Source: an optimization exercise on an open RTL-to-GDS flow (aim: small area and few clock cycles per item). Production flows keep margins and buffers that such runs may drop.
Only simulation tests tie the RTL to the original design; equivalence was not proved.

## flow/design.v (module list and top-level ports; edited modules follow where they fit)
// module fp_round_rne: 40 lines
// module fp_mul_pipe: 1288 lines
// module fp_mul_fa: 5 lines
// module fp_mul_ha: 4 lines
module fp_mul_pipe #(
  parameter int EXP_W = 8,
  parameter int MAN_W = 23,
  parameter int TAG_W = 4
) (
  input  logic                           clk,
  input  logic                           rst_n,
  input  logic                           in_valid,
  output logic                           in_ready,
  input  logic [EXP_W+MAN_W:0]           in_a,
  input  logic [EXP_W+MAN_W:0]           in_b,
  input  logic [TAG_W-1:0]               in_tag,
  output logic                           out_valid,
  input  logic                           out_ready,
  output logic [EXP_W+MAN_W:0]           out_y,
  output logic [TAG_W-1:0]               out_tag,
  output logic [3:0]                     out_flags
);
  // ...
==> flow/run.sh <==
#!/bin/bash
# synth_recipe.tcl (not shown) runs the flow's synth.tcl, then flattens the netlist and writes it again
# the make line also repeats each setting of config.mk as NAME=value (left out here)
make -C /OpenROAD-flow-scripts/flow DESIGN_CONFIG=/design/flow/config.mk WORK_HOME=/design/flow/orfs CLKGATE_MAP_FILE= SYNTH_SCRIPT=/design/flow/synth_recipe.tcl finish
==> flow/config.mk <==
export PLATFORM = sky130hd
export DESIGN_NAME = fp_mul_pipe
export DESIGN_NICKNAME = fp_mul_pipe
export VERILOG_FILES = /design/flow/design.v
export SDC_FILE = /design/flow/constraint.sdc
export NUM_CORES = 4
export LEC_CHECK = 0
export ABC_AREA = 1
export CAP_MARGIN = 20
export CORE_MARGIN = 2
export CORE_UTILIZATION = 30
export SLEW_MARGIN = 20
export SYNTH_HIERARCHICAL = 1
==> flow/constraint.sdc <==
create_clock -name core_clock -period 7.5 [get_ports {clk}]
set_input_delay 1.5000 -clock core_clock [delete_from_list [all_inputs] [get_ports {clk}]]
set_output_delay 1.5000 -clock core_clock [all_outputs]
set_load 0.01 [all_outputs]
==> impl_results.md, run 1 <==
* Root buffer cell: clkbuf_16
* CLK BUF at 5
* Post-synthesis compound-gate area fraction at 0.139
* GR met3 Demand/Resource at 0.0291
* Initial antenna violation count at 0
* Yosys reg bits at 45
* Antenna Cells at 0
* Async SR Flop Fraction at 0.0222
* Hold endpoint: v_q$_DFFE_PN0P_
* N_taps at 696
* I/O pin cnt at 114
* Post-route DRC violation count at 0
* Outcome: finished clean
* Row count at 85
* Htree depth at 2
* Max layer used: met4
* Post-synth top area cell: fa_1
* Post-Route Utilization at 0.382
* Worst Path Arrival at 7250 ps
* Met2 routed WL at 25.7 mm
* Largest family of logic cells by synthesized area: adder cells
* Commonest cells after routing, fill and taps aside: xor2_1, fa_1, o22ai_1
* Syn nets at 2290
* RR Endpoint: lo_q[43]$_DFFE_PP_
* Sequential share of the synthesized area at 0.0831
* Area of the multi-input gates at 13800 um^2
* Fin Clk Skew at 11.0 ps
* PostCTS Resize Cnt at 0
* Pre-Repair DR Iteration Count at 5
* Die Ht at 236 um
* Hold Slack at 942 ps
* Setup bufs post-CTS at 0
* Mux share of post-synthesis cell area at 0
* Synth top area share at 0.347
* Worst setup EP type: flop
* Dpl hpwl at 47.3 mm
* Simple-Gate Fraction of Synth Area at 0.114
* Slowest cell on the critical path: fa_1
* Max incr delay on CP at 640 ps
* Unrepaired setup endpoints after global routing: true
* Global-route wire length before repair at 88.9 mm
Testbench counts, summed over its fixed seeds: cycles 24,008, items 24,000.
==> inputs of run 2 (changes only) <==
--- a/flow/design.v
+++ b/flow/design.v
@@ -1337,18 +1337,31 @@
   logic        nsh, g, s, up, carry, ovf, unf;
   logic [22:0] man, man_i;
   logic signed [9:0] e;
   assign nsh   = prod[47];
   assign man   = nsh ? prod[46:24] : prod[45:23];
   assign g     = nsh ? prod[23] : prod[22];
   assign s     = st_q | (nsh & prod[22]);
   assign up    = g & (man[0] | s);
-  assign carry = up & (&man);
-  assign man_i = man + {22'd0, up};
+  logic [22:0] ic;
+  logic [4:0] bc;
+  assign bc[0] = up;
+  for (genvar k = 0; k < 23; k++) begin : g_inc
+    if (k % 6 == 0) begin : g_first
+      assign ic[k] = bc[k / 6];
+    end else begin : g_next
+      assign ic[k] = ic[k-1] & man[k-1];
+    end
+    if (k % 6 == 5 || k == 22) begin : g_blk
+      assign bc[k / 6 + 1] = bc[k / 6] & (&man[k:k - (k % 6)]);
+    end
+  end
+  assign man_i = man ^ ic;
+  assign carry = bc[4];
   assign e     = $signed({1'b0, es_q}) - 10'sd127 + $signed({9'd0, nsh})
                + $signed({9'd0, carry});
   assign ovf   = (e >= 10'sd255);
   assign unf   = (e <= 10'sd0);
   always_comb begin
     out_flags = '0;
     case (kind_q)
       2'd3: begin
==> flow/flow/run.sh (new file) <==
#!/bin/bash
# Own flow: the standard layout (standard.sh, which runs the standard
# synthesis unchanged and ORFS from floorplan to finish), except that the
# input and output ports are buffered with the smallest buffer cell
# (sky130_fd_sc_hd__buf_1) instead of the cell buffer_ports picks by default.
# Repair may still resize these buffers where timing or slew needs it.
set -euo pipefail
export BUFFER_PORTS_ARGS="-buffer_cell sky130_fd_sc_hd__buf_1"
bash standard.sh finish > standard_flow.log 2>&1
==> flow/standard.sh (new file) <==
#!/bin/bash
# synth_recipe.tcl (not shown) runs the flow's synth.tcl, then flattens the netlist and writes it again
# the make line also repeats each setting of config.mk as NAME=value (left out here)
make -C /OpenROAD-flow-scripts/flow DESIGN_CONFIG=/design/flow/config.mk WORK_HOME=/design/flow/orfs CLKGATE_MAP_FILE= SYNTH_SCRIPT=/design/flow/synth_recipe.tcl "${@:-finish}"
==> flow/config.mk (replaced) <==
export PLATFORM = sky130hd
export DESIGN_NAME = fp_mul_pipe
export DESIGN_NICKNAME = fp_mul_pipe
export VERILOG_FILES = /design/flow/design.v
export SDC_FILE = /design/flow/constraint.sdc
export NUM_CORES = 4
export LEC_CHECK = 0
export ABC_AREA = 1
export CAP_MARGIN = 20
export CORE_MARGIN = 2
export CORE_UTILIZATION = 40
export SLEW_MARGIN = 20
export SYNTH_HIERARCHICAL = 1
removed: flow/run.sh
==> run 2 against run 1 <==
Compared with the run above: still clean; synthesized cell count is 3.2% lower; first-iteration DRC count fell by 5.5%.
==> impl_results.md, run 2 <==
* Outcome: finished clean (unchanged)
* Hold Fails Final Rpt at 0 (unchanged)
* EDFF count, synth at 44 (unchanged)
* Total global-route track usage at 0.254 (was 0.205)
* PostCTS Resize Cnt at 0 (unchanged)
* Share of cells above drive strength 1 at 0.100 (was 0.179)
* Setup bufs post-CTS at 0 (unchanged)
* Worst Path Arrival at 7110 ps (was 7250 ps)
* Count leader, synth: xor2_1 (unchanged)
* Antenna Cells at 0 (unchanged)
* Htree depth at 2 (unchanged)
* Max reg flops at 26 (unchanged)
* FF-to-FF Start: v_q$_DFFE_PN0P_ (unchanged)
* Min-Delay Path Class: flop to flop (unchanged)
* DR WL/cell at 21.7 um (was 20.6 um)
* Synth top cells by count: xor2_1, fa_1, o22ai_1 (unchanged)
* CP Launch Type: input pin (unchanged)
* Critical Path Most Common Cell: nand2_1 (unchanged)
* Net count, final at 2350 (was 2549)
* Die Ht at 204 um (was 236 um)
* GR Overflow Total at 0 (unchanged)
* Hold path start: v_q$_DFFE_PN0P_ (unchanged)
* Fin Clk Skew at 4.56 ps (was 11.0 ps)
* Setup WS pre-CTS at -56.2 ps (was -238 ps)
* Post-route DRC violation count at 0 (unchanged)
* Initial DRC Count at 1300 (was 1375)
* Area delta synth->final at 10.4% (was 26.2%)
* Initial antenna violation count at 2 (was 0)
* Synth Instances at 1782 (was 1841)
* I/O pin cnt at 114 (unchanged)
* Final Instance Area at 17700 um^2 (was 20500 um^2)
* Yosys Warn Count at 7 (unchanged)
* Dpl hpwl at 41.4 mm (was 47.3 mm)
* Hold Buf Count CTS at 0 (unchanged)
* Crit. Startpoint: in_b[15] (was in_b[17])
* Row count at 73 (was 85)
* Max cap viols at 0 (unchanged)
* Final Max Slew Viols at 0 (unchanged)
* Sequential Area at 1350 um^2 (unchanged)
* Vias in the first global route at 14.2k (was 15.1k)
* Most common cell after layout, fill and taps aside: xor2_1 (unchanged)
* CTS Buf Count at 5 (unchanged)
* Slew margin rel. at 0.533 (was 0.368)
* Post-Layout Cell Count at 2410 (was 2797)
* Pre-Repair DR Iteration Count at 5 (unchanged)
* CP delay by family, top: adder cells (unchanged)
* Mapped cell area at 16100 um^2 (was 16200 um^2)
* Vias per std cell at 5.72 (was 5.25)
* Slowest cell on the critical path: fa_1 (unchanged)
* Clock Latency Late Sink at 300 ps (about the same)
* Core area at 39600 um^2 (was 53600 um^2)
* Worst-Margin Slew at 700 ps (was 939 ps)
* # setup viols final at 0 (unchanged)
* Syn nets at 2248 (was 2290)
* Die Footprint at 41800 um^2 (was 55900 um^2)
* Reg clk slew, reported paths at 70 ps (about the same)
* Min Tclk post-route at 7070 ps (was 7200 ps)
* Worst setup EP type: flop (unchanged)
* Largest Register: lo_q (unchanged)
* Starting density of the core at 0.405 (was 0.302)
* Global-route wire length before repair at 81.8 mm (was 88.9 mm)
* Commonest cells after routing, fill and taps aside: xor2_1, fa_1, o22ai_1 (unchanged)
* Hold Slack at 892 ps (was 942 ps)
* Area of placed instances at 17600 um^2 (was 20100 um^2)
* Most used flip-flop cell after synthesis: edfxtp_1 (unchanged)
* CTS tree: done (unchanged)
* Post-Place Cells at 2402 (was 2788)
* Largest net degree at the start of global routing at 46 (unchanged)
* IO buf count at 113 (unchanged)
* Final period util at 0.942 (was 0.960)
* Ranking of synthesized cells by area: fa_1, xor2_1, o22ai_1, ha_1, edfxtp_1 (was fa_1, xor2_1, o22ai_1, edfxtp_1, ha_1)
* Setup TNS at 0 ps (unchanged)
* Post-synth top area cell: fa_1 (unchanged)
* Worst path bufs/invs at 3 (was 6)
* Worst-path fanout max at 12 (was 13)
* Biggest regs: lo_q (26), es_q (9), tag_q (4) (unchanged)
* Async SR Flop Fraction at 0.0222 (unchanged)
* Setup CP Type: input pin to flop (unchanged)
* Maximum clock rate at 141 MHz (was 139 MHz)
* Yosys reg bits at 45 (unchanged)
* Post-Route WL at 52.2 mm (was 57.6 mm)
* Yosys cell types at 47 (was 46)
* Die W at 204 um (was 236 um)
* Post-Route Utilization at 0.447 (was 0.382)
* Synth top area share at 0.350 (was 0.347)
* Final antenna-violating net count at 0 (unchanged)
* Final worst slack at 432 ps (was 301 ps)
* Gpl congestion at 0.972 (was 0.958)
* Root buffer cell: clkbuf_16 (unchanged)
* Routed vias at 13.8k (was 14.7k)
* Max incr delay on CP at 540 ps (was 640 ps)
* Required time worst endpoint at 7540 ps (was 7550 ps)
* Fillers at 3878 (was 5416)
* Clock buffer depth at 2 (unchanged)
* Syn_area_per_cell at 9.01 um^2 (was 8.80 um^2)
* Clock sinks at 45 (unchanged)
* Unrepaired setup endpoints after global routing: false (was true)
* Area of the multi-input gates at 13500 um^2 (was 13800 um^2)
* Sequential share of the synthesized area at 0.0838 (was 0.0831)
## run 2: changes by cell type after synthesis, moves of 3 or more
cell / previous run / this run
inv_1: 164 / 161
buf_1: 29 / 25
buf_2: 11 / 22
nor2_1: 80 / 59
ha_1: 96 / 113
clkbuf_1: 90 / 84
nand2_1: 227 / 213
nor2_2: 20 / 11
xor2_1: 301 / 286
nand3_1: 42 / 35
## run 2: Yosys stat by module, one instance, submodules excluded
module	area, um^2	cells	copies in the design
fp_mul_fa	20.0	1	256
fp_mul_ha	12.5	1	28
fp_mul_pipe	10600	1498	1
## run 2: path summary, 6_finish.rpt
path	to	slack [ps]	depth (start not counted)
setup / recovery	lo_q[46]$_DFFE_PP_	430	26
hold / removal	v_q$_DFFE_PN0P_	890	3
setup reg to reg	st_q$_DFFE_PP_	6170	2
hold reg to reg	v_q$_DFFE_PN0P_	890	3
max in group asynchronous	v_q$_DFFE_PN0P_	6440	1
min in group asynchronous	v_q$_DFFE_PN0P_	960	1
## run 2: area by class of cell
| type | count | area share |
|---|---|---|
| inverter | 187 | 0.0399 |
| tap | 525 | 0.0371 |
| multi-input combinational | 1417 | 0.760 |
| clock inverter | 3 | 0.00141 |
| timing repair buffer | 228 | 0.0784 |
| sequential | 45 | 0.0760 |
| clock buffer | 5 | 0.00706 |
## run 2: kinds of logic after synthesis
kind of cell	Yosys count	share of synthesized area
simple gates	373	0.103
compound gates	356	0.136
fa+ha+maj	394	0.438
xor+xnor	294	0.162
flops	45	0.0838
buf+inv	320	0.0775
## run 2: worst register-to-register path: stages (launching register included)
cell	delay, ps
dfrtp_1	400
nand2_2	80
buf_4	470
## run 2: per-layer routing
metal	wire length (um)	up-vias	global-route usage
li1	-	6174	-
met1	22200	6737	0.353
met2	23100	777	0.395
met3	5240	106	0.0497
met4	1740	2	0.0859
met5	13	-	0
Testbench counts of run 2, summed over its fixed seeds: cycles 24,008, items 24,000.
==> inputs of run 3 (changes only) <==
--- a/flow/config.mk
+++ b/flow/config.mk
@@ -13 +13,2 @@
 export SYNTH_HIERARCHICAL = 1
+export TNS_END_PERCENT = 0
==> run 3 against run 2 <==
Compared with the run above: still clean; clock-buffer cell count unchanged; non-clock buffer count unchanged; register-to-register slack about the same; wire length unchanged; critical path type unchanged.
==> impl_results.md, run 3 <==
* Post-route DRC violation count at 0 (unchanged)
* Net count, final at 2350 (unchanged)
* IO buf count at 113 (unchanged)
* Initial antenna violation count at 2 (unchanged)
* Count leader, synth: xor2_1 (unchanged)
* Starting density of the core at 0.405 (unchanged)
* Most common cell after layout, fill and taps aside: xor2_1 (unchanged)
* Maximum clock rate at 141 MHz (unchanged)
* Slew margin rel. at 0.533 (unchanged)
* Hold Buf Count CTS at 0 (unchanged)
* EDFF count, synth at 44 (unchanged)
* Clock sinks at 45 (unchanged)
* Vias per std cell at 5.72 (unchanged)
* Min-Delay Path Class: flop to flop (unchanged)
* Reg2Reg Depth at 2 (unchanged)
* Cells on Worst Hold Path at 3 (unchanged)
* Setup CP Type: input pin to flop (unchanged)
* Max cap viols at 0 (unchanged)
* Async SR Flop Fraction at 0.0222 (unchanged)
* Most used flip-flop cell after synthesis: edfxtp_1 (unchanged)
* Area delta synth->final at 10.4% (unchanged)
* Post-synth top area cell: fa_1 (unchanged)
* CP Launch Type: input pin (unchanged)
* Outcome: finished clean (unchanged)
* Share of cells above drive strength 1 at 0.100 (unchanged)
* Core area at 39600 um^2 (unchanged)
* Die Footprint at 41800 um^2 (unchanged)
* Final Max Slew Viols at 0 (unchanged)
* Critical Path Most Common Cell: nand2_1 (unchanged)
* Max reg flops at 26 (unchanged)
* CTS Buf Count at 5 (unchanged)
* Ranking of synthesized cells by area: fa_1, xor2_1, o22ai_1, ha_1, edfxtp_1 (unchanged)
* Reg clk slew, reported paths at 70 ps (about the same)
* Unrepaired setup endpoints after global routing: false (unchanged)
* Biggest regs: lo_q (26), es_q (9), tag_q (4) (unchanged)
* Fillers at 3878 (unchanged)
* Synth Instances at 1782 (unchanged)
* # setup viols final at 0 (unchanged)
* Root buffer cell: clkbuf_16 (unchanged)
* Routed vias at 13.8k (unchanged)
* Post-Place Cells at 2402 (unchanged)
* Synth top area share at 0.350 (unchanged)
* DR WL/cell at 21.7 um (unchanged)
* CTS tree: done (unchanged)
* Synth top cells by count: xor2_1, fa_1, o22ai_1 (unchanged)
* Hold Fails Final Rpt at 0 (unchanged)
* Dpl hpwl at 41.4 mm (unchanged)
* Worst-Margin Slew at 700 ps (unchanged)
* Max incr delay on CP at 540 ps (about the same)
* Post-Layout Cell Count at 2410 (unchanged)
* Htree depth at 2 (unchanged)
* Final period util at 0.942 (unchanged)
* Clock Latency Late Sink at 300 ps (about the same)
* Gpl congestion at 0.972 (unchanged)
* Final antenna-violating net count at 0 (unchanged)
* Slowest cell on the critical path: fa_1 (unchanged)
* Initial DRC Count at 1300 (unchanged)
* Pre-Repair DR Iteration Count at 5 (unchanged)
* CP delay by family, top: adder cells (unchanged)
* GR Overflow Total at 0 (unchanged)
* Die W at 204 um (unchanged)
* CP Depth at 26 (unchanged)
* Min Tclk post-route at 7070 ps (unchanged)
* Total global-route track usage at 0.254 (unchanged)
* Sequential share of the synthesized area at 0.0838 (unchanged)
* Die Ht at 204 um (unchanged)
* Worst setup EP type: flop (unchanged)
* Worst path bufs/invs at 3 (unchanged)
* Setup TNS at 0 ps (unchanged)
* Clock buffer depth at 2 (unchanged)
* Required time worst endpoint at 7540 ps (about the same)
* Yosys Warn Count at 7 (unchanged)
* Largest Register: lo_q (unchanged)
* Global-route wire length before repair at 81.8 mm (unchanged)
* Row count at 73 (unchanged)
* Syn_area_per_cell at 9.01 um^2 (unchanged)
* Worst-path fanout max at 12 (unchanged)
* Yosys reg bits at 45 (unchanged)
* Syn nets at 2248 (unchanged)
* Fin Clk Skew at 4.56 ps (unchanged)
* Largest net degree at the start of global routing at 46 (unchanged)
* Mapped cell area at 16100 um^2 (unchanged)
* Vias in the first global route at 14.2k (unchanged)
* Worst Path Arrival at 7110 ps (about the same)
* Setup WS pre-CTS at -56.2 ps (unchanged)
* Yosys cell types at 47 (unchanged)
* Antenna Cells at 0 (unchanged)
* Post-Route WL at 52.2 mm (unchanged)
* Commonest cells after routing, fill and taps aside: xor2_1, fa_1, o22ai_1 (unchanged)
* Final worst slack at 432 ps (unchanged)
* I/O pin cnt at 114 (unchanged)
==> run 3: cell counts in the layout (fill, tap and decap cells not counted) <==
Identical to the previous run, type by type.
==> run 3: timing repair <==
action                                  4_1_cts  5_1_grt
endpoints found under the setup margin        0        2
resized for setup                             0        6
setup buffers                                 0        0
==> run 3: layout make-up <==
cell class | instances | area, um^2 | share of cell area
Multi-Input combinational cell | 1417 | 13500 | 0.760
Timing Repair Buffer | 228 | 1390 | 0.0784
Sequential cell | 45 | 1350 | 0.0760
Inverter | 187 | 707 | 0.0399
Tap cell | 525 | 657 | 0.0371
Clock buffer | 5 | 125 | 0.00706
Clock inverter | 3 | 25.0 | 0.00141
==> run 3: final timing paths <==
| kind | slack (ps) | from | endpoint |
|---|---|---|---|
| hold reg to reg | 890 | v_q$_DFFE_PN0P_ | v_q$_DFFE_PN0P_ |
| setup / recovery | 430 | in_b[15] | lo_q[46]$_DFFE_PP_ |
| hold / removal | 890 | v_q$_DFFE_PN0P_ | v_q$_DFFE_PN0P_ |
| min in group asynchronous | 960 | rst_n | v_q$_DFFE_PN0P_ |
| max in group asynchronous | 6440 | rst_n | v_q$_DFFE_PN0P_ |
| setup reg to reg | 6170 | v_q$_DFFE_PN0P_ | st_q$_DFFE_PP_ |
==> run 3: worst min-delay path, delay by kind of cell, from the launching register on <==
family                 cells  cell delay, ps
DFF                        1             370
buffers and inverters      1             290
and+or+nand+nor            2             190
==> run 3: metal layers <==
metal  vias to the layer above  part of all wire  track usage
met5                         -           0.00025            0
met4                         2             0.033       0.0859
met3                       106              0.10       0.0497
met2                       777              0.44        0.395
met1                      6737              0.42        0.353
li1                       6174                 -            -
==> run 3: cell families (layout without fill, tap and decap cells) <==
family                     count (synthesis)  count (layout)  share of synthesized area
buffers and inverters                    320             423                     0.0775
DFF                                       45              45                     0.0838
adders and majority gates                394             394                      0.438
xor gates and xnor gates                 294             294                      0.162
and+or+nand+nor                          373             373                      0.103
AOI/OAI and AO/OA                        356             356                      0.136
==> run 3: per-module statistics from Yosys, one instance, submodules excluded <==
module       cells inside  times used  area [um^2]
fp_mul_pipe          1498           1        10600
fp_mul_fa               1         256         20.0
fp_mul_ha               1          28         12.5
==> run 3: through the flow <==
| stage | hold WS (ps) | instance area [um^2] | utilization |
|---|---|---|---|
| floorplan | 1200 | 16100 | - |
| global placement | 879 | 17600 | 0.443 |
| detailed placement | 899 | 17600 | 0.443 |
| CTS | 919 | 17700 | 0.447 |
| global route | 952 | 17700 | 0.447 |
| finish | 892 | 17700 | 0.447 |
==> inputs of run 4 (changes only) <==
--- a/flow/config.mk
+++ b/flow/config.mk
@@ -8,7 +8,6 @@
 export ABC_AREA = 1
-export CAP_MARGIN = 20
+export CAP_MARGIN = 0
 export CORE_MARGIN = 2
 export CORE_UTILIZATION = 40
-export SLEW_MARGIN = 20
+export SLEW_MARGIN = 0
 export SYNTH_HIERARCHICAL = 1
-export TNS_END_PERCENT = 0
==> run 4 against run 3 <==
Compared with the run above: via count unchanged; still clean on timing, DRC and antenna; cell count unchanged; sequential share of layout area unchanged; critical path depth did not move; design area stayed put; highest routed layer unchanged.
==> impl_results.md, run 4 <==
* Outcome: finished clean (unchanged)
* # setup viols final at 0 (unchanged)
* Starting density of the core at 0.405 (unchanged)
* Clock Latency Late Sink at 300 ps (about the same)
* Reg clk slew, reported paths at 70 ps (about the same)
* Crit. Startpoint: in_b[15] (unchanged)
* Setup TNS at 0 ps (unchanged)
* Post-Route Utilization at 0.447 (unchanged)
* Yosys Warn Count at 7 (unchanged)
* Ranking of synthesized cells by area: fa_1, xor2_1, o22ai_1, ha_1, edfxtp_1 (unchanged)
* Total global-route track usage at 0.254 (unchanged)
* Yosys cell types at 47 (unchanged)
* Required time worst endpoint at 7540 ps (about the same)
* Worst-Margin Slew at 700 ps (unchanged)
* Net count, final at 2350 (unchanged)
* Dpl hpwl at 41.4 mm (unchanged)
* Vias in the first global route at 14.2k (unchanged)
* Vias per std cell at 5.72 (unchanged)
* CP Launch Type: input pin (unchanged)
* GR Overflow Total at 0 (unchanged)
* Worst-path fanout max at 12 (unchanged)
* Syn_area_per_cell at 9.01 um^2 (unchanged)
* Critical Path Most Common Cell: nand2_1 (unchanged)
* Fillers at 3878 (unchanged)
* Sequential share of the synthesized area at 0.0838 (unchanged)
* Root buffer cell: clkbuf_16 (unchanged)
* Hold path start: v_q$_DFFE_PN0P_ (unchanged)
* Slowest cell on the critical path: fa_1 (unchanged)
* Pre-Repair DR Iteration Count at 5 (unchanged)
* CTS tree: done (unchanged)
* Routed vias at 13.8k (unchanged)
* Gpl congestion at 0.972 (unchanged)
* Worst Path Arrival at 7110 ps (about the same)
* I/O pin cnt at 114 (unchanged)
* Yosys reg bits at 45 (unchanged)
* DR WL/cell at 21.7 um (unchanged)
* Most common cell after layout, fill and taps aside: xor2_1 (unchanged)
* Max cap viols at 0 (unchanged)
* Syn nets at 2248 (unchanged)
* Hold Slack at 892 ps (unchanged)
* Post-synth top area cell: fa_1 (unchanged)
* Fin Clk Skew at 4.56 ps (unchanged)
* Die W at 204 um (unchanged)
* Slew margin rel. at 0.533 (unchanged)
* Unrepaired setup endpoints after global routing: false (unchanged)
* Post-Route WL at 52.2 mm (unchanged)
* Maximum clock rate at 141 MHz (unchanged)
* Share of cells above drive strength 1 at 0.100 (unchanged)
* Area delta synth->final at 10.4% (unchanged)
* EDFF count, synth at 44 (unchanged)
* Global-route wire length before repair at 81.8 mm (unchanged)
* Die Footprint at 41800 um^2 (unchanged)
* Setup CP Type: input pin to flop (unchanged)
* Post-route DRC violation count at 0 (unchanged)
* Worst setup EP type: flop (unchanged)
* Synth top cells by count: xor2_1, fa_1, o22ai_1 (unchanged)
* Biggest regs: lo_q (26), es_q (9), tag_q (4) (unchanged)
* CTS Buf Count at 5 (unchanged)
* Die Ht at 204 um (unchanged)
* Initial antenna violation count at 2 (unchanged)
* Row count at 73 (unchanged)
* Count leader, synth: xor2_1 (unchanged)
* Post-Place Cells at 2402 (unchanged)
* Largest net degree at the start of global routing at 46 (unchanged)
* Synth top area share at 0.350 (unchanged)
* Area of the multi-input gates at 13500 um^2 (unchanged)
* Most used flip-flop cell after synthesis: edfxtp_1 (unchanged)
* Clock buffer depth at 2 (unchanged)
* FF-to-FF Start: v_q$_DFFE_PN0P_ (unchanged)
* Antenna Cells at 0 (unchanged)
* Post-Layout Cell Count at 2410 (unchanged)
* Clock sinks at 45 (unchanged)
* Min-Delay Path Class: flop to flop (unchanged)
* Sequential Area at 1350 um^2 (unchanged)
* Commonest cells after routing, fill and taps aside: xor2_1, fa_1, o22ai_1 (unchanged)
* Synth Instances at 1782 (unchanged)
* Htree depth at 2 (unchanged)
* Final period util at 0.942 (unchanged)
* Async SR Flop Fraction at 0.0222 (unchanged)
* Final antenna-violating net count at 0 (unchanged)
* Initial DRC Count at 1300 (unchanged)
* Min Tclk post-route at 7070 ps (unchanged)
* Max reg flops at 26 (unchanged)
* Largest Register: lo_q (unchanged)
* Mapped cell area at 16100 um^2 (unchanged)
* Core area at 39600 um^2 (unchanged)
* Hold Fails Final Rpt at 0 (unchanged)
* IO buf count at 113 (unchanged)
* Max incr delay on CP at 540 ps (about the same)
* Final Max Slew Viols at 0 (unchanged)
==> run 4: cells by family (layout without fill, tap and decap cells) <==
kind of cell,count (synthesis),after routing,share of synthesized area
adder cells (fa/ha/maj),394,394,0.438
AND/OR/NAND/NOR,373,373,0.103
AO/OA/AOI/OAI,356,356,0.136
buffers and inverters,320,423,0.0775
XOR/XNOR,294,294,0.162
flip-flops,45,45,0.0838
==> run 4: layout make-up <==
type,count,area share
Inverter,187,0.0399
Sequential cell,45,0.0760
Multi-Input combinational cell,1417,0.760
Tap cell,525,0.0371
Timing Repair Buffer,228,0.0784
Clock buffer,5,0.00706
Clock inverter,3,0.00141
==> run 4: critical path: cells and delay by family <==
family          cells  cell delay, ps
compound gates      2             310
buf+inv             3             640
xor+xnor            1             180
fa+ha+maj           7            3000
simple gates       13            1480
==> run 4: what timing repair did <==
action                                  CTS  global route
gates resized for setup                   0             6
endpoints found under the hold margin     0             0
endpoints found under the setup margin    0             2
setup buffers                             0             0
hold buffers                              0             0
==> run 4: final timing paths <==
check                      depth (start not counted)  slack (ps)                  to
max                                               26         430  lo_q[46]$_DFFE_PP_
min                                                3         890     v_q$_DFFE_PN0P_
max reg2reg                                        2        6170      st_q$_DFFE_PP_
min reg2reg                                        3         890     v_q$_DFFE_PN0P_
max in group asynchronous                          1        6440     v_q$_DFFE_PN0P_
min in group asynchronous                          1         960     v_q$_DFFE_PN0P_
==> run 4: per-module statistics from Yosys, one instance, submodules excluded <==
module	flops+latches	cell area, um^2	copies in the design	cells inside
fp_mul_fa	0	20.0	256	1
fp_mul_pipe	45	10600	1	1498
fp_mul_ha	0	12.5	28	1
==> run 4: metal layers <==
layer	track usage	vias up	part of all wire
li1	-	6174	-
met1	0.353	6737	0.42
met2	0.395	777	0.44
met3	0.0497	106	0.10
met4	0.0859	2	0.033
met5	0	-	0.00025
==> run 4: per-stage QoR <==
stage | area [um^2] | setup slack [ps]
5_1_grt | 17700 | 13.5
2_1_floorplan | 16100 | 522
4_1_cts | 17700 | 237
6_report | 17700 | 432
3_5_place_dp | 17600 | -56.2
3_3_place_gp | 17600 | 91.3
==> inputs of run 5 (changes only) <==
--- a/flow/config.mk
+++ b/flow/config.mk
@@ -8,6 +8,7 @@
 export ABC_AREA = 1
-export CAP_MARGIN = 0
+export CAP_MARGIN = 20
 export CORE_MARGIN = 2
 export CORE_UTILIZATION = 40
-export SLEW_MARGIN = 0
+export PLACE_DENSITY = 0.8
+export SLEW_MARGIN = 20
 export SYNTH_HIERARCHICAL = 1
==> run 5 against run 4 <==
Compared with the run above: area after synthesis unchanged; setup slack got worse by 180 ps; register-to-register slack about the same; core utilization is 0.36 points lower; design area fell by 0.80%; critical path type unchanged.
==> impl_results.md, run 5 <==
* Sequential share of the synthesized area at 0.0838 (unchanged)
* Initial DRC Count at 1898 (was 1300)
* Vias per std cell at 5.82 (was 5.72)
* Ranking of synthesized cells by area: fa_1, xor2_1, o22ai_1, ha_1, edfxtp_1 (unchanged)
* Setup TNS at 0 ps (unchanged)
* Worst setup EP type: flop (unchanged)
* Slowest cell on the critical path: fa_1 (unchanged)
* Unrepaired setup endpoints after global routing: false (unchanged)
* Pre-Repair DR Iteration Count at 9 (was 5)
* Yosys cell types at 47 (unchanged)
* Share of cells above drive strength 1 at 0.0953 (was 0.100)
* Fillers at 3802 (was 3878)
* Syn_area_per_cell at 9.01 um^2 (unchanged)
* Net count, final at 2333 (was 2350)
* Setup CP Type: input pin to flop (unchanged)
* Synth top cells by count: xor2_1, fa_1, o22ai_1 (unchanged)
* Final Max Slew Viols at 0 (unchanged)
* Critical Path Most Common Cell: nand2_1 (unchanged)
* Crit. Startpoint: in_b[8] (was in_b[15])
* Fin Clk Skew at 5.71 ps (was 4.56 ps)
* Final antenna-violating net count at 0 (unchanged)
* Post-synth top area cell: fa_1 (unchanged)
* Cells on Worst Hold Path at 3 (unchanged)
* Hold endpoint: v_q$_DFFE_PN0P_ (unchanged)
* Hold Fails Final Rpt at 0 (unchanged)
* Max cap viols at 0 (unchanged)
* Yosys reg bits at 45 (unchanged)
* EDFF count, synth at 44 (unchanged)
* Min Tclk post-route at 7250 ps (was 7070 ps)
* Worst Path Arrival at 7290 ps (was 7110 ps)
* Dpl hpwl at 40.0 mm (was 41.4 mm)
* Worst-Margin Slew at 758 ps (was 700 ps)
* Required time worst endpoint at 7540 ps (about the same)
* Max reg flops at 26 (unchanged)
* Synth Instances at 1782 (unchanged)
* Post-Route WL at 50.4 mm (was 52.2 mm)
* IO buf count at 113 (unchanged)
* Routed vias at 13.9k (was 13.8k)
* Vias in the first global route at 14.4k (was 14.2k)
* Clock Latency Late Sink at 290 ps (was 300 ps)
* Reg2Reg Depth at 2 (unchanged)
* I/O pin cnt at 114 (unchanged)
* Row count at 73 (unchanged)
* Async SR Flop Fraction at 0.0222 (unchanged)
* Largest Register: lo_q (unchanged)
* CTS Buf Count at 5 (unchanged)
* Die Ht at 204 um (unchanged)
* CTS tree: done (unchanged)
* Slew margin rel. at 0.490 (was 0.533)
* Clock sinks at 45 (unchanged)
* Maximum clock rate at 138 MHz (was 141 MHz)
* DR WL/cell at 21.0 um (was 21.7 um)
* Area delta synth->final at 9.51% (was 10.4%)
* Initial antenna violation count at 2 (unchanged)
* Final period util at 0.967 (was 0.942)
* Reg clk slew, reported paths at 70 ps (about the same)
* Post-route DRC violation count at 0 (unchanged)
* Max incr delay on CP at 560 ps (was 540 ps)
* Die W at 204 um (unchanged)
* # setup viols final at 0 (unchanged)
* Hold path start: v_q$_DFFE_PN0P_ (unchanged)
* Count leader, synth: xor2_1 (unchanged)
* CP Launch Type: input pin (unchanged)
* Starting density of the core at 0.405 (unchanged)
* Largest net degree at the start of global routing at 47 (was 46)
* Post-Route Utilization at 0.444 (was 0.447)
* Syn nets at 2248 (unchanged)
* Biggest regs: lo_q (26), es_q (9), tag_q (4) (unchanged)
* Yosys Warn Count at 7 (unchanged)
* Synth top area share at 0.350 (unchanged)
* Gpl congestion at 0.984 (was 0.972)
* Root buffer cell: clkbuf_16 (unchanged)
* Most common cell after layout, fill and taps aside: xor2_1 (unchanged)
* Reg2reg setup slack at 6170 ps (about the same)
* GR Overflow Total at 0 (unchanged)
* Worst-path fanout max at 14 (was 12)
* Commonest cells after routing, fill and taps aside: xor2_1, fa_1, o22ai_1 (unchanged)
* Outcome: finished clean (unchanged)
* FF-to-FF Start: v_q$_DFFE_PN0P_ (unchanged)
* Core area at 39600 um^2 (unchanged)
* Die Footprint at 41800 um^2 (unchanged)
* Total global-route track usage at 0.242 (was 0.254)
* Most used flip-flop cell after synthesis: edfxtp_1 (unchanged)
* Mapped cell area at 16100 um^2 (unchanged)
* Htree depth at 2 (unchanged)
* Clock buffer depth at 2 (unchanged)
* Min-Delay Path Class: flop to flop (unchanged)
* Global-route wire length before repair at 79.1 mm (was 81.8 mm)
* RR Endpoint: es_q[5]$_DFFE_PP_ (was st_q$_DFFE_PP_)
run 5: modules after synthesis (local to each module, per instance):
module / flip-flops and latches / cell area, um^2
fp_mul_pipe: 45 / 10600
fp_mul_fa: 0 / 20.0
fp_mul_ha: 0 / 12.5
run 5: logic make-up (layout without fill, tap and decap cells):
logic type                 Yosys count  after routing  share of synthesized area
AOI/OAI and AO/OA                  356            356                      0.136
adders and majority gates          394            394                      0.438
DFF                                 45             45                     0.0838
and+or+nand+nor                    373            373                      0.103
xor gates and xnor gates           294            294                      0.162
other                                0              1                          0
buffers and inverters              320            406                     0.0775
run 5: cell type report:
type	instances	area [um^2]	area share
Antenna cell	1	2.50	0.000142
Clock buffer	5	125	0.00712
Clock inverter	3	47.5	0.00270
Inverter	187	707	0.0402
Multi-Input combinational cell	1417	13500	0.768
Sequential cell	45	1350	0.0766
Tap cell	525	657	0.0374
Timing Repair Buffer	211	1200	0.0682
run 5: worst max-delay path by stage:
stage          slack [ps]                 end  depth (start not counted)
6_report              250  lo_q[47]$_DFFE_PP_                         28
5_1_grt               0.4  lo_q[47]$_DFFE_PP_                         31
4_1_cts               170      st_q$_DFFE_PP_                         25
3_5_place_dp         -130      st_q$_DFFE_PP_                         25
3_3_place_gp           50      st_q$_DFFE_PP_                         26
2_1_floorplan         520  lo_q[47]$_DFFE_PP_                         29
run 5: metal layers:
layer | global-route usage | part of all wire | up-vias
met2 | 0.382 | 0.44 | 922
met3 | 0.0636 | 0.12 | 210
met1 | 0.313 | 0.38 | 6675
met4 | 0.106 | 0.053 | 2
li1 | - | - | 6136
met5 | 0 | 0.00022 | -
run 5: timing repair:
item                                    in CTS  in global routing
resized for setup                            0                 14
buffers inserted                             0                  3
endpoints found under the setup margin       0                  6
hold buffers                                 0                  0
run 5: stage by stage:
| stage | instance area (um^2) | hold slack (ps) | worst slack [ps] | instances |
|---|---|---|---|---|
| after floorplan | 16100 | 1200 | 522 | 1782 |
| after global placement | 17400 | 845 | 52.3 | 2382 |
| after detailed placement | 17400 | 880 | -134 | 2382 |
| after CTS | 17500 | 900 | 166 | 2390 |
| after global routing | 17600 | 953 | 0.417 | 2394 |
| final | 17600 | 873 | 250 | 2394 |
run 5: worst max-delay path, delay by kind of cell:
family                     cells  cell delay, ps
AOI/OAI and AO/OA              2             410
xor gates and xnor gates       2             480
adders and majority gates      7            3050
buffers and inverters          2             530
and+or+nand+nor               15            1320
==> inputs of run 6 (changes only) <==
--- a/flow/config.mk
+++ b/flow/config.mk
@@ -11,3 +11,3 @@
 export CORE_UTILIZATION = 40
-export PLACE_DENSITY = 0.8
+export PLACE_DENSITY = 0.9
 export SLEW_MARGIN = 20
==> run 6 against run 5 <==
Compared with the run above: still clean; sequential share of layout area hardly changed; clock-buffer cell count is the same; via count grew 2.5%; die area unchanged; critical path type unchanged; largest cell class unchanged.
==> impl_results.md, run 6 <==
* Most used flip-flop cell after synthesis: edfxtp_1 (unchanged)
* CTS tree: done (unchanged)
* IO buf count at 113 (unchanged)
* Outcome: finished clean (unchanged)
* Async SR Flop Fraction at 0.0222 (unchanged)
* Mux share of post-synthesis cell area at 0 (unchanged)
* Final Max Slew Viols at 0 (unchanged)
* DR WL/cell at 21.4 um (was 21.0 um)
* Required time worst endpoint at 7530 ps (was 7540 ps)
* Syn_area_per_cell at 9.01 um^2 (unchanged)
* Worst setup EP type: flop (unchanged)
* Simple-Gate Fraction of Synth Area at 0.103 (unchanged)
* Initial antenna violation count at 4 (was 2)
* CP delay by family, top: adder cells (unchanged)
* Commonest cells after routing, fill and taps aside: xor2_1, fa_1, o22ai_1 (unchanged)
* Reg2reg setup slack at 6160 ps (was 6170 ps)
* Initial DRC Count at 1664 (was 1898)
* Synth top cells by count: xor2_1, fa_1, o22ai_1 (unchanged)
* Final period util at 0.975 (was 0.967)
* Post-synthesis compound-gate area fraction at 0.136 (unchanged)
* Post-Route WL at 51.1 mm (was 50.4 mm)
* Core area at 39600 um^2 (unchanged)
* Post-Synth Adder-Cell Area at 0.438 (unchanged)
* Row count at 73 (unchanged)
* Net count, final at 2325 (was 2333)
* Max cap viols at 0 (unchanged)
* Sequential share of the synthesized area at 0.0838 (unchanged)
* Die Ht at 204 um (unchanged)
* Pre-Repair DR Iteration Count at 6 (was 9)
* Fin Clk Skew at 2.31 ps (was 5.71 ps)
* Post-route DRC violation count at 0 (unchanged)
* # setup viols final at 0 (unchanged)
* Hold Fails Final Rpt at 0 (unchanged)
* Post-synth top area cell: fa_1 (unchanged)
* Min Tclk post-route at 7310 ps (was 7250 ps)
* Total global-route track usage at 0.244 (was 0.242)
* Global-route wire length before repair at 80.0 mm (was 79.1 mm)
* Htree depth at 2 (unchanged)
* Worst path bufs/invs at 4 (was 2)
* Synth top area share at 0.350 (unchanged)
* Post-Route Utilization at 0.442 (was 0.444)
* Count leader, synth: xor2_1 (unchanged)
* Max incr delay on CP at 540 ps (was 560 ps)
* CP Launch Type: input pin (unchanged)
* Largest family of logic cells by synthesized area: adder cells (unchanged)
* Clock sinks at 45 (unchanged)
* Min-Delay Path Class: flop to flop (unchanged)
* Worst Path Arrival at 7340 ps (was 7290 ps)
* Max reg flops at 26 (unchanged)
* Routed vias at 14.3k (was 13.9k)
* Worst-Margin Slew at 742 ps (was 758 ps)
* Ranking of synthesized cells by area: fa_1, xor2_1, o22ai_1, ha_1, edfxtp_1 (unchanged)
* Vias per std cell at 5.99 (was 5.82)
* Yosys reg bits at 45 (unchanged)
* Share of cells above drive strength 1 at 0.0909 (was 0.0953)
* Area delta synth->final at 9.18% (was 9.51%)
* GR Overflow Total at 0 (unchanged)
* Synth Instances at 1782 (unchanged)
* Setup CP Type: input pin to flop (unchanged)
* Die W at 204 um (unchanged)
* Most common cell after layout, fill and taps aside: xor2_1 (unchanged)
* Dpl hpwl at 40.4 mm (was 40.0 mm)
* Critical Path Most Common Cell: nand2_1 (unchanged)
* Yosys cell types at 47 (unchanged)
* Gpl congestion at 0.988 (was 0.984)
* Largest Register: lo_q (unchanged)
* Starting density of the core at 0.405 (unchanged)
* Slew margin rel. at 0.501 (was 0.490)
* Root buffer cell: clkbuf_16 (unchanged)
* Maximum clock rate at 137 MHz (was 138 MHz)
* Die Footprint at 41800 um^2 (unchanged)
* Reg clk slew, reported paths at 60 ps (was 70 ps)
* Yosys Warn Count at 7 (unchanged)
* I/O pin cnt at 114 (unchanged)
* Clock Latency Late Sink at 290 ps (about the same)
* Biggest regs: lo_q (26), es_q (9), tag_q (4) (unchanged)
* Post-synthesis xor/xnor area fraction at 0.162 (unchanged)
* Vias in the first global route at 14.7k (was 14.4k)
* CTS Buf Count at 5 (unchanged)
* Largest net degree at the start of global routing at 46 (was 47)
* Mapped cell area at 16100 um^2 (unchanged)
* EDFF count, synth at 44 (unchanged)
* Clock buffer depth at 2 (unchanged)
* Worst-path fanout max at 16 (was 14)
* Syn nets at 2248 (unchanged)
* Final antenna-violating net count at 0 (unchanged)
* Slowest cell on the critical path: fa_1 (unchanged)
-- run 6: cell counts after synthesis --
No cell type changed its count.
-- run 6: worst paths after layout --
kind,start,endpoint,depth (start not counted)
max,in_b[3],lo_q[47]$_DFFE_PP_,27
min,v_q$_DFFE_PN0P_,v_q$_DFFE_PN0P_,3
max reg2reg,v_q$_DFFE_PN0P_,es_q[6]$_DFFE_PP_,2
min reg2reg,v_q$_DFFE_PN0P_,v_q$_DFFE_PN0P_,3
max in group asynchronous,rst_n,v_q$_DFFE_PN0P_,1
min in group asynchronous,rst_n,v_q$_DFFE_PN0P_,1
-- run 6: tightest hold or removal path, stage by stage (launching register included) --
cell	delay (ps)
dfrtp_1	360
nand2_2	70
buf_4	300
nand2_1	130
-- run 6: area by class of cell --
class                      instances  area (um^2)
antenna                            2         5.00
clock buffer                       5          125
clock inverter                     3         25.0
fill                            3706        22100
inverter                         187          711
multi-input combinational       1417        13500
sequential                        45         1350
tap                              525          657
timing repair buffer             203         1180
-- run 6: kinds of logic after synthesis --
logic type | after synthesis
adder cells (fa/ha/maj) | 394
AND/OR/NAND/NOR | 373
AO/OA/AOI/OAI | 356
buffers and inverters | 320
XOR/XNOR | 294
flip-flops | 45
-- run 6: metal layers --
| layer | up-vias | GRT usage | part of all wire |
|---|---|---|---|
| li1 | 6119 | - | - |
| met1 | 6799 | 0.302 | 0.35 |
| met2 | 1110 | 0.394 | 0.45 |
| met3 | 265 | 0.0684 | 0.14 |
| met4 | 2 | 0.113 | 0.055 |
| met5 | - | 0 | 0.00022 |
-- run 6: metrics by stage --
step / setup TNS, ps / hold slack, ps / worst slack [ps] / std cells / cell area [um^2]
6_report: 0 / 898 / 190 / 2387 / 17500
5_1_grt: -22.7 / 970 / -22.7 / 2387 / 17500
4_1_cts: 0 / 933 / 132 / 2383 / 17500
3_5_place_dp: -335 / 916 / -161 / 2375 / 17300
3_3_place_gp: -9.13 / 873 / -9.13 / 2375 / 17300
2_1_floorplan: 0 / 1200 / 522 / 1782 / 16100
-- run 6: repair_timing --
item                       in CTS  in global routing
resized for setup               0                 10
hold buffers                    0                  0
setup buffers                   0                  2
setup endpoints to repair       0                  8
-- run 6: modules after synthesis, one instance, submodules excluded --
module       cells inside  times used  cell area, um^2
fp_mul_ha               1          28             12.5
fp_mul_pipe          1498           1            10600
fp_mul_fa               1         256             20.0
==> inputs of run 7 (changes only) <==
==> flow/flow/run.sh (replaced) <==
#!/bin/bash
# Own flow: the standard layout (standard.sh, which runs the standard
# synthesis unchanged and ORFS from floorplan to finish), with two changes:
# - the input and output ports are buffered with the smallest buffer cell
#   (sky130_fd_sc_hd__buf_1) instead of the cell buffer_ports picks by
#   default; repair may still resize them where timing or slew needs it;
# - after global routing, ORFS's power recovery (repair_timing
#   -recover_power) downsizes gates on paths that have slack to spare.
set -euo pipefail
export BUFFER_PORTS_ARGS="-buffer_cell sky130_fd_sc_hd__buf_1"
export RECOVER_POWER=100
bash standard.sh finish > standard_flow.log 2>&1
--- a/flow/config.mk
+++ b/flow/config.mk
@@ -11,3 +11,2 @@
 export CORE_UTILIZATION = 40
-export PLACE_DENSITY = 0.9
 export SLEW_MARGIN = 20
==> run 7 against run 6 <==
Compared with the run above: now fails the layout checks on capacitance limit, slew limit; largest cell class unchanged; design area grew 0.81%; register-to-register slack worse by 1300 ps; critical path type unchanged; critical endpoint is now lo_q[46]$_DFFE_PP_; setup slack gained 210 ps.
==> impl_results.md, run 7 <==
* Outcome: complete, but fails checks (was finished clean)
* Violated Checks: capacitance limit, slew limit
* Post-route DRC violation count at 0 (unchanged)
* Commonest cells after routing, fill and taps aside: xor2_1, fa_1, o22ai_1 (unchanged)
* Setup TNS at 0 ps (unchanged)
* Post-Layout Cell Count at 2410 (was 2387)
* Clock buffer depth at 2 (unchanged)
* Post-Route Utilization at 0.446 (was 0.442)
* Area delta synth->final at 10.1% (was 9.18%)
* Min Tclk post-route at 7110 ps (was 7310 ps)
* PostCTS Resize Cnt at 0 (unchanged)
* Vias in the first global route at 14.2k (was 14.7k)
* Clock sinks at 45 (unchanged)
* Fin Clk Skew at 4.82 ps (was 2.31 ps)
* Hold Buf Count CTS at 0 (unchanged)
* Worst setup EP type: flop (unchanged)
* Clock Latency Late Sink at 300 ps (was 290 ps)
* Die Footprint at 41800 um^2 (unchanged)
* Most used flip-flop cell after synthesis: edfxtp_1 (unchanged)
* Most common cell after layout, fill and taps aside: xor2_1 (unchanged)
* Die Ht at 204 um (unchanged)
* Yosys reg bits at 45 (unchanged)
* Largest net degree at the start of global routing at 46 (unchanged)
* Yosys cell types at 47 (unchanged)
* CP Launch Type: input pin (unchanged)
* Ranking of synthesized cells by area: fa_1, xor2_1, o22ai_1, ha_1, edfxtp_1 (unchanged)
* Biggest regs: lo_q (26), es_q (9), tag_q (4) (unchanged)
* Critical Path Most Common Cell: nand2_1 (unchanged)
* Hold Slack at 957 ps (was 898 ps)
* Largest Register: lo_q (unchanged)
* I/O pin cnt at 114 (unchanged)
* Share of cells above drive strength 1 at 0.0923 (was 0.0909)
* Setup CP Type: input pin to flop (unchanged)
* Starting density of the core at 0.405 (unchanged)
* Final worst slack at 395 ps (was 190 ps)
* Max reg flops at 26 (unchanged)
* Final Instance Area at 17700 um^2 (was 17500 um^2)
* Total global-route track usage at 0.254 (was 0.244)
* Root buffer cell: clkbuf_16 (unchanged)
* Final Max Slew Viols at 46 (was 0)
* Synth top cells by count: xor2_1, fa_1, o22ai_1 (unchanged)
* Yosys Warn Count at 7 (unchanged)
* # setup viols final at 0 (unchanged)
* Vias per std cell at 5.71 (was 5.99)
* Post-Route WL at 52.2 mm (was 51.1 mm)
* Pre-Repair DR Iteration Count at 6 (unchanged)
* IO buf count at 113 (unchanged)
* Max incr delay on CP at 540 ps (about the same)
* Worst-Margin Slew at 2390 ps (was 742 ps)
* Max cap viols at 1 (was 0)
* Initial antenna violation count at 2 (was 4)
* Row count at 73 (unchanged)
* EDFF count, synth at 44 (unchanged)
* Syn_area_per_cell at 9.01 um^2 (unchanged)
* GR Overflow Total at 0 (unchanged)
* Setup bufs post-CTS at 0 (unchanged)
* Gpl congestion at 0.972 (was 0.988)
* Syn nets at 2248 (unchanged)
* Final period util at 0.947 (was 0.975)
* Routed vias at 13.8k (was 14.3k)
* Worst-path fanout max at 12 (was 16)
* Min-Delay Path Class: input pin to async pin (was flop to flop)
* Post-synth top area cell: fa_1 (unchanged)
* Antenna Cells at 0 (was 2)
* CTS Buf Count at 5 (unchanged)
* Unrepaired setup endpoints after global routing: false
* Worst Path Arrival at 7140 ps (was 7340 ps)
* Synth top area share at 0.350 (unchanged)
* Htree depth at 2 (unchanged)
* Synth Instances at 1782 (unchanged)
* Sequential share of the synthesized area at 0.0838 (unchanged)
* Final antenna-violating net count at 0 (unchanged)
* Area of placed instances at 17600 um^2 (was 17300 um^2)
* Post-Place Cells at 2402 (was 2375)
* Maximum clock rate at 141 MHz (was 137 MHz)
* Global-route wire length before repair at 81.8 mm (was 80.0 mm)
* Count leader, synth: xor2_1 (unchanged)
* Dpl hpwl at 41.4 mm (was 40.4 mm)
* Net count, final at 2350 (was 2325)
* Core area at 39600 um^2 (unchanged)
* Slew margin rel. at -0.592 (was 0.501)
* Slowest cell on the critical path: fa_1 (unchanged)
* Die W at 204 um (unchanged)
* Initial DRC Count at 1402 (was 1664)
* Hold Fails Final Rpt at 0 (unchanged)
* Async SR Flop Fraction at 0.0222 (unchanged)
* CTS tree: done (unchanged)
* Setup WS pre-CTS at -56.2 ps (was -161 ps)
* Reg clk slew, reported paths at 70 ps (was 60 ps)
* Required time worst endpoint at 7540 ps (was 7530 ps)
* DR WL/cell at 21.6 um (was 21.4 um)
* Mapped cell area at 16100 um^2 (unchanged)
==> run 7: cell counts after synthesis <==
No cell type changed its count.
==> run 7: logic make-up (layout without fill, tap and decap cells) <==
group / after synthesis / count (layout) / synth area share
AOI/OAI and AO/OA: 356 / 356 / 0.136
xor gates and xnor gates: 294 / 294 / 0.162
adders and majority gates: 394 / 394 / 0.438
buffers and inverters: 320 / 423 / 0.0775
DFF: 45 / 45 / 0.0838
and+or+nand+nor: 373 / 373 / 0.103
==> run 7: path summary, 6_finish.rpt <==
path,to,from,slack [ps],cells past startpoint
worst min register to register,v_q$_DFFE_PN0P_,v_q$_DFFE_PN0P_,1630,3
min in group core_clock,tag_q[2]$_DFFE_PP_,in_tag[2],1370,1
worst max register to register,st_q$_DFFE_PP_,v_q$_DFFE_PN0P_,4880,2
max in group asynchronous,v_q$_DFFE_PN0P_,rst_n,6440,1
worst max-delay path,lo_q[46]$_DFFE_PP_,in_b[15],390,26
worst min-delay path,v_q$_DFFE_PN0P_,rst_n,960,1
==> run 7: per-module statistics from Yosys, one instance, submodules excluded <==
module	cell area, um^2	times used	flip-flops and latches	cells
fp_mul_ha	12.5	28	0	1
fp_mul_pipe	10600	1	45	1498
fp_mul_fa	20.0	256	0	1
==> run 7: final cells by class <==
cell class	count	area [um^2]
clock buffer	5	125
fill	3894	22000
clock inverter	3	25.0
timing repair buffer	228	1370
inverter	187	707
tap	525	657
multi-input combinational	1417	13400
sequential	45	1350
==> run 7: worst max-delay path, delay by kind of cell <==
family / cells / cell delay, ps
adder cells (fa/ha/maj): 7 / 3080
buffers and inverters: 3 / 680
XOR/XNOR: 1 / 170
AND/OR/NAND/NOR: 13 / 1540
AO/OA/AOI/OAI: 2 / 190
==> run 7: routing by layer <==
layer | vias up | track usage | wire [um]
met2 | 743 | 0.395 | 22900
met1 | 6738 | 0.353 | 22300
met5 | - | 0 | 13
li1 | 6178 | - | -
met3 | 111 | 0.0497 | 5100
met4 | 2 | 0.0859 | 1840
==> inputs of run 8 (changes only) <==
--- a/flow/flow/run.sh
+++ b/flow/flow/run.sh
@@ -6,7 +6,8 @@
 #   default; repair may still resize them where timing or slew needs it;
-# - after global routing, ORFS's power recovery (repair_timing
-#   -recover_power) downsizes gates on paths that have slack to spare.
+# - timing-driven global placement does not keep the buffers and resizing
+#   of its internal repair passes (GPL_KEEP_OVERFLOW=0); the later repair
+#   steps of the flow add only what the placed design still needs.
 set -euo pipefail
 export BUFFER_PORTS_ARGS="-buffer_cell sky130_fd_sc_hd__buf_1"
-export RECOVER_POWER=100
+export GPL_KEEP_OVERFLOW=0
 bash standard.sh finish > standard_flow.log 2>&1
==> run 8 against run 7 <==
Compared with the run above: now clean on timing, DRC and antenna; clock skew hardly changed; sequential cell count stayed put; wire length is 3.3% higher; area after synthesis unchanged; design area is 1.3% higher; synthesized cell count did not move; register-to-register slack better by 1300 ps; cell count decreased by 2.7%; die area stayed put; via count rose by 0.50%.
==> impl_results.md, run 8 <==
* Setup TNS at 0 ps (unchanged)
* Max cap viols at 0 (was 1)
* Synth Instances at 1782 (unchanged)
* I/O pin cnt at 114 (unchanged)
* Htree depth at 2 (unchanged)
* Worst-Margin Slew at 938 ps (was 2390 ps)
* Unrepaired setup endpoints after global routing: true (was false)
* Min-Delay Path Class: flop to flop (was input pin to async pin)
* Setup CP Type: input pin to flop (unchanged)
* Initial antenna violation count at 1 (was 2)
* Worst setup EP type: flop (unchanged)
* M1 wire length at 21.9 mm (was 22.3 mm)
* Post-synth top area cell: fa_1 (unchanged)
* GR Overflow Total at 0 (unchanged)
* Die Footprint at 41800 um^2 (unchanged)
* Pre-Repair DR Iteration Count at 5 (was 6)
* Die W at 204 um (unchanged)
* Maximum clock rate at 137 MHz (was 141 MHz)
* Die Ht at 204 um (unchanged)
* Global-route wire length before repair at 80.7 mm (was 81.8 mm)
* Final period util at 0.972 (was 0.947)
* Total global-route track usage at 0.249 (was 0.254)
* Vias in the first global route at 13.9k (was 14.2k)
* Async SR Flop Fraction at 0.0222 (unchanged)
* Post-Route Utilization at 0.452 (was 0.446)
* Max layer used: met4 (was met5)
* Yosys reg bits at 45 (unchanged)
* Area delta synth->final at 11.5% (was 10.1%)
* Fin Clk Skew at 5.15 ps (was 4.82 ps)
* FF-to-FF Start: v_q$_DFFE_PN0P_ (unchanged)
* Met2 routed WL at 24.4 mm (was 22.9 mm)
* Mapped cell area at 16100 um^2 (unchanged)
* Ranking of synthesized cells by area: fa_1, xor2_1, o22ai_1, ha_1, edfxtp_1 (unchanged)
* CTS tree: done (unchanged)
* CP Launch Type: input pin (unchanged)
* Yosys cell types at 47 (unchanged)
* Reg clk slew, reported paths at 70 ps (about the same)
* Fillers at 3881 (was 3894)
* Dpl hpwl at 37.6 mm (was 41.4 mm)
* Most used flip-flop cell after synthesis: edfxtp_1 (unchanged)
* Commonest cells after routing, fill and taps aside: xor2_1, fa_1, o22ai_1 (unchanged)
* Final antenna-violating net count at 0 (unchanged)
* Min Tclk post-route at 7290 ps (was 7110 ps)
* Core area at 39600 um^2 (unchanged)
* IO buf count at 113 (unchanged)
* Required time worst endpoint at 7510 ps (was 7540 ps)
* Gpl congestion at 0.921 (was 0.972)
* Root buffer cell: clkbuf_16 (unchanged)
* Synth top cells by count: xor2_1, fa_1, o22ai_1 (unchanged)
* Net count, final at 2283 (was 2350)
* Largest Register: lo_q (unchanged)
* Hold path start: v_q$_DFFE_PN0P_
* Biggest regs: lo_q (26), es_q (9), tag_q (4) (unchanged)
* Routed vias at 13.8k (about the same)
* Sequential share of the synthesized area at 0.0838 (unchanged)
* # setup viols final at 0 (unchanged)
* Vias per std cell at 5.90 (was 5.71)
* Worst Path Arrival at 7300 ps (was 7140 ps)
* DR WL/cell at 23.0 um (was 21.6 um)
* Yosys Warn Count at 7 (unchanged)
* Worst-path fanout max at 19 (was 12)
* Hold Fails Final Rpt at 0 (unchanged)
* Clock buffer depth at 2 (unchanged)
* CTS Buf Count at 5 (unchanged)
* Post-Route WL at 53.9 mm (was 52.2 mm)
* Post-route DRC violation count at 0 (unchanged)
* Syn nets at 2248 (unchanged)
* Slew margin rel. at 0.375 (was -0.592)
* Count leader, synth: xor2_1 (unchanged)
* Clock sinks at 45 (unchanged)
* Outcome: finished clean (was complete, but fails checks)
* Met3 WL at 5.72 mm (was 5.10 mm)
* Reg2reg setup slack at 6150 ps (was 4880 ps)
* Syn_area_per_cell at 9.01 um^2 (unchanged)
* Row count at 73 (unchanged)
* Share of cells above drive strength 1 at 0.103 (was 0.0923)
* Largest net degree at the start of global routing at 32 (was 46)
* Starting density of the core at 0.405 (unchanged)
* Most common cell after layout, fill and taps aside: xor2_1 (unchanged)
* Max reg flops at 26 (unchanged)
* Initial DRC Count at 1521 (was 1402)
* Final Max Slew Viols at 0 (was 46)
* EDFF count, synth at 44 (unchanged)
* Synth top area share at 0.350 (unchanged)
* Clock Latency Late Sink at 300 ps (about the same)
* Crit. Startpoint: in_b[7] (was in_b[15])
[run 8: cells by family (layout without fill, tap and decap cells)]
kind of cell,count (synthesis),count (layout),share of synthesized area
compound gates,356,356,0.136
xor+xnor,294,294,0.162
fa+ha+maj,394,394,0.438
buf+inv,320,350,0.0775
flops,45,45,0.0838
other cells,0,1,0
simple gates,373,379,0.103
[run 8: per-module statistics from Yosys (local to each module, per instance)]
module       cells  flops+latches
fp_mul_pipe   1498             45
fp_mul_fa        1              0
fp_mul_ha        1              0
[run 8: metal layers]
layer / up-vias / GRT usage
li1: 6051 / -
met1: 6817 / 0.344
met2: 834 / 0.397
met3: 139 / 0.0509
met4: 0 / 0.0704
met5: - / 0
[run 8: layout make-up]
class / count / area (um^2) / area share
flip-flops and latches: 45 / 1350 / 0.0752
well taps: 525 / 657 / 0.0367
clock buffers: 5 / 125 / 0.00699
repair buffers: 150 / 1030 / 0.0575
inverters: 187 / 751 / 0.0419
diodes: 1 / 2.50 / 0.000140
repair inverters: 5 / 32.5 / 0.00182
multi-input cells: 1423 / 13900 / 0.777
clock inverters: 3 / 50.0 / 0.00280
[run 8: repair_timing]
item,4_1_cts,5_1_grt
pin swaps,1,15
hold buffers,0,0
gates cloned,4,11
buffers inserted,5,17
resized for setup,65,74
endpoints found under the setup margin,27,29
[run 8: final timing paths]
path                                            to  cells past startpoint
worst max-delay path                st_q$_DFFE_PP_                     25
worst min-delay path               v_q$_DFFE_PN0P_                      2
worst max register to register  lo_q[22]$_DFFE_PP_                      2
worst min register to register     v_q$_DFFE_PN0P_                      2
max in group asynchronous          v_q$_DFFE_PN0P_                      1
min in group asynchronous          v_q$_DFFE_PN0P_                      1
[run 8: worst max-delay path, stage by stage]
cell      delay (ps)
buf_8            180
buf_16           200
inv_1            170
o21ai_4          220
nand2_4          180
o22ai_1          190
xor2_1           220
fa_1             470
fa_1             440
fa_1             560
fa_1             470
ha_1             340
nand2_1          100
inv_1             40
nand2_1           60
nand2_1           50
a21oi_1          210
nand2_4          170
fa_1             380
inv_1             90
o21ai_0          100
a221oi_2         330
nand3_1          170
nor3_2           260
nand2_1          180
[run 8: per-stage QoR]
stage                     worst slack, ps  instance area (um^2)  hold WS [ps]  cells
after floorplan                       522                 16100          1200   1782
after global placement              -2650                 16600          1270   2287
after detailed placement            -1660                 16900           873   2298
after CTS                            16.7                 17300           887   2315
after global routing                -34.6                 17900           937   2344
final                                 210                 17900           846   2344

-- port drivers added, routing unchanged --
How much do the figures lean on ideal ports? The routed layouts below were timed once more, with nothing changed but the port constraints.
Step 1 assumes that a clkbuf_16 drives the clock port and a buf_2 every other input.
Step 2 adds t to the input delays and takes it off the output delays; t is the mean of the earliest and latest rising clock arrival at the registers after step 1. Input paths then give back, and output paths get back, about the clock's delay inside the block.
Slacks: ideal / step 1 / step 2; pairs: ideal / step 1.
| run | t, ns | setup WS [ns] | worst setup path after step 2 | worst data-port slew with drivers (ns) |
|---|---|---|---|---|
| run 1 | 0.343 | 0.301 / 0.298 / -0.045 | input to register | 0.07 |
| run 2 | 0.330 | 0.432 / 0.412 / 0.082 | input to register | 0.13 |
| run 3 | 0.330 | 0.432 / 0.412 / 0.082 | input to register | 0.13 |
| run 4 | 0.330 | 0.432 / 0.412 / 0.082 | input to register | 0.13 |
| run 5 | 0.321 | 0.250 / 0.243 / -0.078 | input to register | 0.14 |
| run 6 | 0.318 | 0.190 / 0.199 / -0.119 | input to register | 0.16 |
| run 7 | 0.330 | 0.395 / 0.407 / 0.077 | input to register | 0.13 |
| run 8 | 0.333 | 0.210 / 0.182 / -0.150 | input to register | 0.07 |
Met with ideal ports but missed after step 2: setup timing in run 1, run 5, run 6 and run 8. For run 8, which loses most, drivers alone change the setup slack by -0.028 ns; drivers and shift together by -0.360 ns.
